This is an optimization exercise on Yosys and OpenROAD, whose aim is small area and a short achievable clock period, not a production implementation.
For this run, only the layout was checked, not whether the RTL still works.
Power and IR drop assume default switching activity.

<file path="run.sh">
#!/bin/bash
# synth_recipe.tcl (not shown) runs the flow's synth.tcl, then flattens the netlist and writes it again
# the make line also repeats each setting of config.mk as NAME=value (left out here)
make -C /OpenROAD-flow-scripts/flow DESIGN_CONFIG=/design/flow/config.mk WORK_HOME=/design/flow/orfs CLKGATE_MAP_FILE= SYNTH_SCRIPT=/design/flow/synth_recipe.tcl finish
</file>
<file path="config.mk">
export PLATFORM = sky130hd
export DESIGN_NAME = store_buffer
export DESIGN_NICKNAME = store_buffer
export VERILOG_FILES = /design/flow/design.v
export SDC_FILE = /design/flow/constraint.sdc
export NUM_CORES = 4
export LEC_CHECK = 0
export CAP_MARGIN = 20
export CORE_MARGIN = 2
export CORE_UTILIZATION = 65
export CTS_BUF_LIST = sky130_fd_sc_hd__clkbuf_16
export CTS_CLUSTER_DIAMETER = 60
export CTS_CLUSTER_SIZE = 20
export PLACE_DENSITY = 0.75
export SETUP_SLACK_MARGIN = 5
export SLEW_MARGIN = 20
</file>
<file path="constraint.sdc">
create_clock -name core_clock -period 10.0 [get_ports {clk}]
set_input_delay 2.0000 -clock core_clock [delete_from_list [all_inputs] [get_ports {clk}]]
set_output_delay 2.0000 -clock core_clock [all_outputs]
set_load 0.01 [all_outputs]
</file>
<file path="design.v">
package lsu_pkg;
    localparam int xlen = 32;
    localparam int mask_bits = 4;
    localparam int rob_id_bits = 4;
    localparam int pr_bits = 6;
    typedef enum logic [2:0] {
        load_f3_lb  = 3'b000,
        load_f3_lh  = 3'b001,
        load_f3_lw  = 3'b010,
        load_f3_lbu = 3'b100,
        load_f3_lhu = 3'b101
    } load_funct3_e;
    typedef union packed {
        logic [xlen-1:0]  word;
        logic [3:0][7:0]  bytes;
        logic [1:0][15:0] halves;
    } load_word_u;
endpackage
`timescale 1ns/1ps
module store_buffer #(
    parameter int sq_depth = 8
) (
    input  logic                            clk,
    input  logic                            rst,
    input  logic                            rob_flush,
    input  logic                            lsq_valid,
    input  logic                            lsq_ready,
    input  logic                            lsq_is_load,
    input  logic [lsu_pkg::xlen-1:0]        lsq_addr,
    input  logic [lsu_pkg::mask_bits-1:0]   lsq_mask,
    input  logic [lsu_pkg::xlen-1:0]        lsq_wdata,
    input  lsu_pkg::load_funct3_e           lsq_funct3,
    input  logic [lsu_pkg::rob_id_bits-1:0] lsq_rob_id,
    input  logic [lsu_pkg::pr_bits-1:0]     lsq_pr_dest,
    input  logic [lsu_pkg::rob_id_bits-1:0] rob_head_id,
    output logic                            lsq_dequeue,
    output logic [lsu_pkg::xlen-1:0]        dcache_addr,
    output logic [lsu_pkg::mask_bits-1:0]   dcache_rmask,
    output logic [lsu_pkg::mask_bits-1:0]   dcache_wmask,
    output logic [lsu_pkg::xlen-1:0]        dcache_wdata,
    input  logic [lsu_pkg::xlen-1:0]        dcache_rdata,
    input  logic                            dcache_resp,
    output logic                            cdb_valid,
    output logic [lsu_pkg::rob_id_bits-1:0] cdb_rob_id,
    output logic [lsu_pkg::pr_bits-1:0]     cdb_pr_dest,
    output logic [lsu_pkg::xlen-1:0]        cdb_result,
    output logic                            store_done
);
    localparam int aw       = lsu_pkg::xlen - 2;
    logic [sq_depth-1:0][aw-1:0] q_addr;
    logic [sq_depth-1:0][3:0]    q_mask;
    logic [sq_depth-1:0][31:0]   q_data;
    logic [sq_depth-1:0][3:0]    q_live;
    logic [sq_depth-1:0]         q_valid;    
    logic [sq_depth-1:0]         head_oh;    
    logic busy;         
    logic busy_load;    
    logic stale;        
    logic sq_full, sq_nonempty;
    assign sq_full     = q_valid[sq_depth-1];
    assign sq_nonempty = q_valid[0];
    assign head_oh     = q_valid & ~(q_valid >> 1);
    logic head_ok, is_store, store_accept, load_head;
    assign head_ok      = lsq_valid && lsq_ready;
    assign is_store     = head_ok && !lsq_is_load;
    assign load_head    = head_ok && lsq_is_load;
    assign store_accept = is_store && (lsq_rob_id == rob_head_id) && !sq_full;
    logic [sq_depth-1:0]      match;
    logic [sq_depth-1:0][3:0] hit;
    logic [3:0]               any_hit;
    logic [31:0]              fwd_data;
    logic                     fwd_full;
    logic [sq_depth-1:0][31:0] hit_data;
    for (genvar i = 0; i < sq_depth; i++) begin : g_match
        assign match[i] = (q_addr[i] == lsq_addr[lsu_pkg::xlen-1:2]);
        assign hit[i]   = q_live[i] & {4{match[i] & q_valid[i]}};
        for (genvar b = 0; b < 4; b++) begin : g_byte
            assign hit_data[i][8*b +: 8] = q_data[i][8*b +: 8] & {8{hit[i][b]}};
        end
    end
    always_comb begin
        any_hit  = '0;
        fwd_data = '0;
        for (int i = 0; i < sq_depth; i++) begin
            any_hit  = any_hit | hit[i];
            fwd_data = fwd_data | hit_data[i];
        end
    end
    assign fwd_full = &(any_hit | ~lsq_mask);
    logic load_req, issue_load, issue_store, resp_ok;
    assign load_req    = load_head && !fwd_full;
    assign issue_load  = !busy && load_req;
    assign issue_store = !busy && !load_req && sq_nonempty;
    assign resp_ok     = busy && dcache_resp && !stale;
    logic sq_pop;
    assign sq_pop = resp_ok && !busy_load;
    always_ff @(posedge clk) begin
        if (rst) begin
            busy <= 1'b0;
        end else if (!busy) begin
            busy <= issue_load || issue_store;
        end else if (dcache_resp) begin
            busy <= 1'b0;
        end
    end
    always_ff @(posedge clk) begin
        if (!busy) busy_load <= load_req;
    end
    always_ff @(posedge clk) begin
        if (rst) begin
            stale <= 1'b0;
        end else if (rob_flush) begin
            stale <= 1'b1;
        end else if (dcache_resp) begin
            stale <= 1'b0;
        end
    end
    logic [aw-1:0] head_addr;
    logic [3:0]    head_mask;
    logic [31:0]   head_data;
    always_comb begin
        head_addr = '0;
        head_mask = '0;
        head_data = '0;
        for (int i = 0; i < sq_depth; i++) begin
            if (head_oh[i]) begin
                head_addr = head_addr | q_addr[i];
                head_mask = head_mask | q_mask[i];
                head_data = head_data | q_data[i];
            end
        end
    end
    assign dcache_addr  = {(load_req ? lsq_addr[lsu_pkg::xlen-1:2] : head_addr), 2'b00};
    assign dcache_rmask = issue_load  ? lsq_mask  : 4'b0000;
    assign dcache_wmask = issue_store ? head_mask : 4'b0000;
    assign dcache_wdata = head_data;
    always_ff @(posedge clk) begin
        if (rst) begin
            q_valid <= '0;
        end else begin
            case ({store_accept, sq_pop})
                2'b10:   q_valid <= {q_valid[sq_depth-2:0], 1'b1};
                2'b01:   q_valid <= q_valid >> 1;
                default: q_valid <= q_valid;
            endcase
        end
    end
    always_ff @(posedge clk) begin
        if (store_accept) begin
            q_addr[0] <= lsq_addr[lsu_pkg::xlen-1:2];
            q_mask[0] <= lsq_mask;
            q_data[0] <= lsq_wdata;
            q_live[0] <= lsq_mask;
            for (int i = 1; i < sq_depth; i++) begin
                q_addr[i] <= q_addr[i-1];
                q_mask[i] <= q_mask[i-1];
                q_data[i] <= q_data[i-1];
                q_live[i] <= match[i-1] ? (q_live[i-1] & ~lsq_mask) : q_live[i-1];
            end
        end
    end
    logic [31:0] merged;
    always_comb begin
        for (int b = 0; b < 4; b++)
            merged[8*b +: 8] = any_hit[b] ? fwd_data[8*b +: 8] : dcache_rdata[8*b +: 8];
    end
    logic is_word, is_half, sign_ext;
    logic [1:0] lo_sel;
    logic [7:0] lo_byte, hi_byte;
    assign is_word  = lsq_funct3[1];
    assign is_half  = !lsq_funct3[1] && lsq_funct3[0];
    assign sign_ext = !lsq_funct3[2];
    assign lo_sel   = is_word ? 2'b00 : (is_half ? {lsq_addr[1], 1'b0} : lsq_addr[1:0]);
    assign lo_byte  = merged[8*lo_sel +: 8];
    assign hi_byte  = lsq_addr[1] ? merged[31:24] : merged[15:8];
    logic ext_bit;
    assign ext_bit = sign_ext && (is_half ? hi_byte[7] : lo_byte[7]);
    assign cdb_result[7:0]   = lo_byte;
    assign cdb_result[15:8]  = is_word ? merged[15:8]  : (is_half ? hi_byte : {8{ext_bit}});
    assign cdb_result[31:16] = is_word ? merged[31:16] : {16{ext_bit}};
    assign cdb_valid   = (load_head && fwd_full) || (resp_ok && busy_load);
    assign cdb_rob_id  = lsq_rob_id;
    assign cdb_pr_dest = lsq_pr_dest;
    assign store_done  = store_accept;
    assign lsq_dequeue = store_accept || cdb_valid;
endmodule
</file>
==> summary.txt <==
Min path
  – Hold crit path type: reg2reg
  – WHS Endpoint: q_mask[18]
  – Hold Startpoint: q_mask[14]
  – Min-Delay Path Depth: 0

Worst setup path
  – Worst setup EP type: output pin
  – CP max FO: 8
  – FF-to-FF End: q_data[87]
  – CP Data Arrival Time: about 5.3 ns
  – R2R depth: 8
  – CP required: 8.00 ns
  – Worst reg2reg startpoint: q_valid[7]
  – Flop-to-flop setup slack: 6.07 ns
  – CP Launch Type: primary input
  – Critical path type: in2out

Clocking
  – Root Driver: clkbuf_16
  – Skew-Pair Late Insertion Delay: around 0.60 ns
  – Clk buf depth: 3
  – TritonCTS buffer count: 42
  – Clock slew at reported path FFs: roughly 0.08 ns
  – TritonCTS clock tree: built
  – Num Clock Sinks: 567
  – CTS H-tree lvls: 2

Yosys
  – Mapped Cells: between 1500 and 2000
  – Post-synth EDFFs: roughly 560
  – Register area share after synthesis: 63.47%
  – Synth Cell Area: 26670 um2
  – Syn avg cell area: 14.17 um2
  – FF+latch count, synth: 567
  – Synthesis warning total: 1
  – Most used DFF post-synth: edfxtp_1
  – Cell variety after synth: 70
  – Fraction of registers with async set/reset: 0%

STA
  – Final hold slack: 0.4554 ns
  – Worst Skew: 0.01702 ns
  – Max-slew headroom: between 20 and 30%
  – Worst slew pin tran: 1.070 ns
  – Hold Fails Final Rpt: 0
  – Fmax achieved: 137.0 MHz
  – RSZ-0062 raised after global routing: true
  – Final min period: 7.297 ns
  – Final Max Tran Viols: 0
  – Final setup viols: 0
  – Final period utilization: between 70% and 80%
  – Setup ws final: 2.703 ns

Place
  – DP Cell Count: 2560
  – GPL Wtd Cong: 0.9252
  – Post-DP Area: 30500 um2
  – HPWL after DPL: 51950 um
  – Port Buffers: 226
  – Setup WS pre-CTS: 0.5228 ns

Floorplan
  – Die Ht: just over 200 um
  – Die area: roughly 43000 um2
  – Core box area: a little over 40000 um2
  – Die width: 206.6 um
  – Ports: ~240
  – Row count: 74
  – Starting density of the core: 65.61%

Cells and area
  – Final-stage net count: 2340
  – Antenna cells: 0
  – Final Instance Area: 34790 um2
  – Synthesis-to-finish area growth: 30.47%
  – Share of post-route cells with drive strength above 1: 30.62%
  – Finished Layout Cells: 2779

Detailed routing
  – Routed wire length: between 80000 and 90000 um
  – Routed len/inst: 31.68 um
  – Avg Vias per Cell: 7.416
  – Antenna-violating nets left: 0
  – # DRC: 0
  – Initial DRC count: 3570
  – First-pass iteration count of the detailed router: 8
  – Via count: 20610

Global route
  – Initial antenna violation count: 4
  – Vias in the first global route: between 15000 and 20000
  – First-pass GRT wire length: 127500 um
  – Largest net degree at the start of global routing: 161
  – Gr usage total: 40.86%
  – Grt ovf: 0

Pwr
  – Total power: 4.897 mW
  – Leak: between 10 and 15 nW
  – PwrDens: 140.7 nW/um2
  – Worst vdd ir: 155.3 uV

Job
  – Max Cap Viol: 0

Run status
  – Outcome: timing/DRC/antenna clean
[cell type report]
cell class | instances | area, um2
Sequential cell | 567 | 16940
Clock inverter | 31 | 332.8
Tap cell | 532 | 665.6
Multi-Input combinational cell | 1148 | 11420
Clock buffer | 45 | 1126
Fill cell | 1876 | 5853
Inverter | 41 | 153.9
Timing Repair Buffer | 415 | 4161
[routing by layer]
layer | vias to the layer above | track usage [%] | wire (um)
li1 | 8287 | - | -
met5 | - | 0 | 57
met1 | 10213 | 57.25 | 31860
met4 | 8 | 14.90 | 3182
met2 | 1838 | 62.33 | 40930
met3 | 264 | 10.80 | 12000
[metrics by stage]
step                util, %  TNS [ns]
floorplan                 -  -5898.66
global route          85.60         0
detailed placement    75.05         0
global placement      75.05         0
finish                85.60         0
CTS                   84.50         0
[cells by family after synthesis]
logic type               share of synthesized area, %
AO/OA/AOI/OAI                                   16.44
multiplexers                                   0.4410
other                                         0.01406
buffers and inverters                           3.284
flip-flops                                      63.47
AND/OR/NAND/NOR                                 8.286
adder cells (fa/ha/maj)                       0.04691
XOR/XNOR                                        8.014
[registers in the layout (all words and copies together), names as in the netlist]
register	count
busy	1
q_live	32
q_valid	8
stale	1
busy_load	1
q_addr	240
q_mask	28
q_data	256
[critical path: stages]
cell      delay [ns]
buf_8           0.10
buf_12          0.12
buf_8           0.13
xnor2_2         0.12
nand4_1         0.22
or4_4           0.67
nor3_4          0.22
buf_6           0.12
a2111o_1        0.25
o2111a_2        0.32
or3_4           0.15
o211a_4         0.19
buf_6           0.11
o21ai_4         0.06
buf_12          0.15
a31o_1          0.19
buf_2           0.14
[Yosys cell counts, types with 9 or more instances]
cell type / count / area (um2)
a211o_1: 9 / 78.83
a21o_1: 9 / 67.56
a21oi_1: 39 / 195.2
a221o_1: 12 / 120.1
a221oi_1: 133 / 1165
a22o_1: 131 / 1147
a22oi_1: 117 / 878.3
a31oi_1: 40 / 250.2
and3_1: 9 / 56.30
buf_2: 12 / 60.06
buf_4: 29 / 217.7
buf_6: 13 / 146.4
clkbuf_1: 71 / 266.5
dfxtp_1: 10 / 200.2
edfxtp_1: 557 / 16730
inv_1: 40 / 150.1
nand2_1: 34 / 127.6
nand3_1: 45 / 225.2
nand4_1: 30 / 187.7
nor2_1: 68 / 255.2
nor3_1: 21 / 105.1
nor4_1: 33 / 206.5
nor4_2: 42 / 525.5
o21a_1: 14 / 105.1
o21ai_0: 14 / 70.07
or3_1: 9 / 56.30
xnor2_1: 24 / 210.2
xor2_1: 220 / 1927
[timing repair]
item,CTS,global route
endpoints found under the hold margin,0,0
pin swaps,92,31
buffers inserted,116,13
cloned,12,2
endpoints found under the setup margin,266,104
hold buffers,0,0
resized for setup,781,66
[power by group]
group	internal, mW	switching (mW)
Sequential	2.58	0.00886
Clock	0.949	0.908
Combinational	0.204	0.244
Total	3.74	1.16
[worst max path at each step]
stage | startpoint | to | slack (ns) | cells after the start
6_report | lsq_addr[31] | cdb_result[27] | 2.70 | 17
5_1_grt | lsq_addr[31] | cdb_result[24] | 2.63 | 17
4_1_cts | lsq_addr[19] | cdb_result[28] | 2.85 | 17
3_5_place_dp | lsq_addr[26] | dcache_addr[14] | 0.52 | 13
3_3_place_gp | lsq_addr[26] | dcache_addr[14] | 0.58 | 13
2_1_floorplan | rob_head_id[2] | lsq_dequeue | -12.76 | 4
[layout by cell type, fill, tap and decap left out, types with 45 or more instances in the layout]
| cell | n |
|---|---|
| a221oi_1 | 132 |
| a22o_1 | 130 |
| a22oi_1 | 117 |
| buf_2 | 54 |
| buf_4 | 109 |
| buf_6 | 88 |
| clkbuf_16 | 47 |
| clkdlybuf4s50_1 | 114 |
| edfxtp_1 | 557 |
| nor4_4 | 53 |
| xor2_1 | 165 |
| xor2_2 | 45 |

separate check: timing with driven ports:
The flow's constraints put no driver on any port. The routed layout listed below was extracted and timed again, unchanged, in two steps.
Step 1, drivers: a clkbuf_16 drives clk and a buf_2 each remaining input, both assumed.
Step 2 times the ports against the registers' clock, not the clock port: input delays grow and output delays shrink by t, the midpoint of the rising clock arrivals with the driver on.
Slacks: ideal / step 1 / step 2; pairs: ideal / step 1.
t (ns): 0.649
setup WS [ns]: 2.703 / 2.664 / 2.664
worst hold slack (ns): 0.455 / 0.455 / 0.455
worst register clock-pin slew, ns: 0.09 / 0.09
pins driven straight from the clock port: 1
After both steps this run still meets setup and hold. The setup slack of this run moves by -0.039 ns with the drivers and by -0.039 ns with both steps.
